Source: an optimization exercise on an open RTL-to-GDS flow (aim: a short achievable clock period and few clock cycles per item). Production flows keep margins and buffers that such runs may drop.
Function was checked by simulation only, so behaviour that the tests miss may differ from the original.
The clock port is modelled as an ideal driver; clocking choices that lean on that would not hold on a real chip.

// rvv_backend
module rvv_backend (
    input  logic                                 clk,
    input  logic                                 rst_n,
    input  logic                                 insts_valid,
    input  logic [rvv_arch_pkg::INST_W-1:0]      insts,
    input  logic [rvv_arch_pkg::XLEN-1:0]        insts_scalar,
    output logic                                 insts_ready,
    output logic [rvv_pipe_pkg::CQ_CNT_W-1:0]    remaining_count,
    output logic                                 rt_valid,
    output rvv_arch_pkg::vidx_t                  rt_vd,
    output rvv_arch_pkg::vreg_t                  rt_data,
    output logic                                 rt_illegal,
    input  logic                                 rt_ready,
    output logic                                 rvv_idle
);
clock: 6.0 ns
lec_check: 0
cap_margin: 50
core_margin: 2
core_utilization: 42
place_density: 0.45
setup_slack_margin: 3.4
slew_margin: 65
tns_end_percent: 100
standard.sh (not shown) runs the stock make flow with config.mk's settings and CLKGATE_MAP_FILE= SYNTH_SCRIPT=/design/flow/synth_recipe.tcl, a recipe that flattens the netlist after the stock synthesis.
==> flow/flow/run.sh <==
#!/bin/bash
# The standard layout (standard.sh) with four additions through ORFS's
# step hooks:
#  - the ports placed on the die's edges by flow/io.tcl (IO_CONSTRAINTS,
#    read by the floorplan step);
#  - the flip-flop driving each output port held next to its pin during
#    global placement (flow/pre_gp.tcl and flow/post_gp.tcl);
#  - more passes of ORFS's own timing repair after the clock tree and
#    global routing steps (flow/post_cts.tcl and flow/post_grt.tcl).
# The ORFS run's whole output goes to standard_finish.log in this folder;
# each ORFS step also keeps its own log under orfs/logs/.
set -o pipefail
here=$(pwd)
bash "$here/standard.sh" \
    IO_CONSTRAINTS="$here/flow/io.tcl" \
    PRE_GLOBAL_PLACE_TCL="$here/flow/pre_gp.tcl" \
    POST_GLOBAL_PLACE_TCL="$here/flow/post_gp.tcl" \
    POST_CTS_TCL="$here/flow/post_cts.tcl" \
    POST_GLOBAL_ROUTE_TCL="$here/flow/post_grt.tcl" \
    finish > "$here/standard_finish.log" 2>&1
==> flow/flow/post_cts.tcl <==
# After ORFS's clock tree step has repaired timing once: more passes of the
# same repair, which the first pass leaves undone when it stops at the
# worst path (a path to an output that no repair can speed up), then
# legalise the placement as ORFS's step does.
estimate_parasitics -placement
foreach phases {LEGACY LEGACY} {
  repair_timing -setup -setup_margin $::env(SETUP_SLACK_MARGIN) \
    -repair_tns 100 -match_cell_footprint -phases $phases -verbose
}
repair_timing -hold -hold_margin 0.05 -match_cell_footprint -verbose
detailed_placement
check_placement -verbose
estimate_parasitics -placement
report_worst_slack -max
report_worst_slack -min
==> flow/flow/post_grt.tcl <==
# After ORFS's global routing step has repaired timing once: more passes of
# the same repair, which the first pass leaves undone when it stops at the
# worst path (a path to an output that no repair can speed up), then
# legalise and reroute the changed nets as ORFS's step does.
estimate_parasitics -global_routing
global_route -start_incremental
foreach phases {LEGACY ENDPOINT_FANIN LEGACY} {
  repair_timing -setup -setup_margin $::env(SETUP_SLACK_MARGIN) \
    -repair_tns 100 -match_cell_footprint -phases $phases -verbose
}
repair_timing -hold -hold_margin 0.05 -match_cell_footprint -verbose
detailed_placement
global_route -end_incremental
estimate_parasitics -global_routing
report_worst_slack -max
report_worst_slack -min
Other scripts of this flow, unchanged in this note and not shown: flow/flow/io.tcl, flow/flow/post_gp.tcl, flow/flow/pre_gp.tcl
The first run ran to the end with no violations.
Testbench counts at the start, summed over its fixed seeds: cycles 3,240, items 3,200.
Change:
--- a/flow/flow/post_cts.tcl
+++ b/flow/flow/post_cts.tcl
@@ -5,3 +5,3 @@
 estimate_parasitics -placement
-foreach phases {LEGACY LEGACY} {
+foreach phases {LEGACY ENDPOINT_FANIN LEGACY} {
   repair_timing -setup -setup_margin $::env(SETUP_SLACK_MARGIN) \
--- a/flow/flow/post_grt.tcl
+++ b/flow/flow/post_grt.tcl
@@ -6,3 +6,3 @@
 global_route -start_incremental
-foreach phases {LEGACY ENDPOINT_FANIN LEGACY} {
+foreach phases {LEGACY ENDPOINT_FANIN LEGACY LEGACY} {
   repair_timing -setup -setup_margin $::env(SETUP_SLACK_MARGIN) \
Settings changed: CORE_UTILIZATION 42 to 51, PLACE_DENSITY 0.45 to 0.53, SETUP_SLACK_MARGIN 3.4 to 3.5.
Result:
- The new run finished clean
- clock-buffer cell count drops by 54
- worst setup slack gains 0.0084 ns
- wire length went down by 7.4%
- register-to-register slack gains 0.02 ns

==> separate check: timing with driven ports <==
In the flow no input, the clock included, has a driving cell. The finished layouts below were timed again as built, in two steps.
Step 1 (the two cells are an assumption about what drives the block):
set clk [get_ports {clk}]
set_driving_cell -lib_cell sky130_fd_sc_hd__clkbuf_16 $clk
set_driving_cell -lib_cell sky130_fd_sc_hd__buf_2 [delete_from_list [all_inputs] $clk]
Step 2 moves the port delays by t, midway between the first and last clock arrival at a register: inputs arrive t later, outputs are due t later. That takes back most of the time a late clock gives input paths.
Slacks: no drivers / after step 1 / after step 2; pairs: no drivers / after step 1.
run | t (ns) | slack for setup (ns) | latest minus earliest clock arrival (ns)
the first run | 1.253 | 3.223 / 3.124 / 2.176 | 0.086 / 0.086
the second run | 1.240 | 3.231 / 3.137 / 2.375 | 0.095 / 0.095
After both steps every run listed still meets setup and hold. For the first run, which loses most, drivers alone change the setup slack by -0.099 ns; drivers and shift together by -1.047 ns.
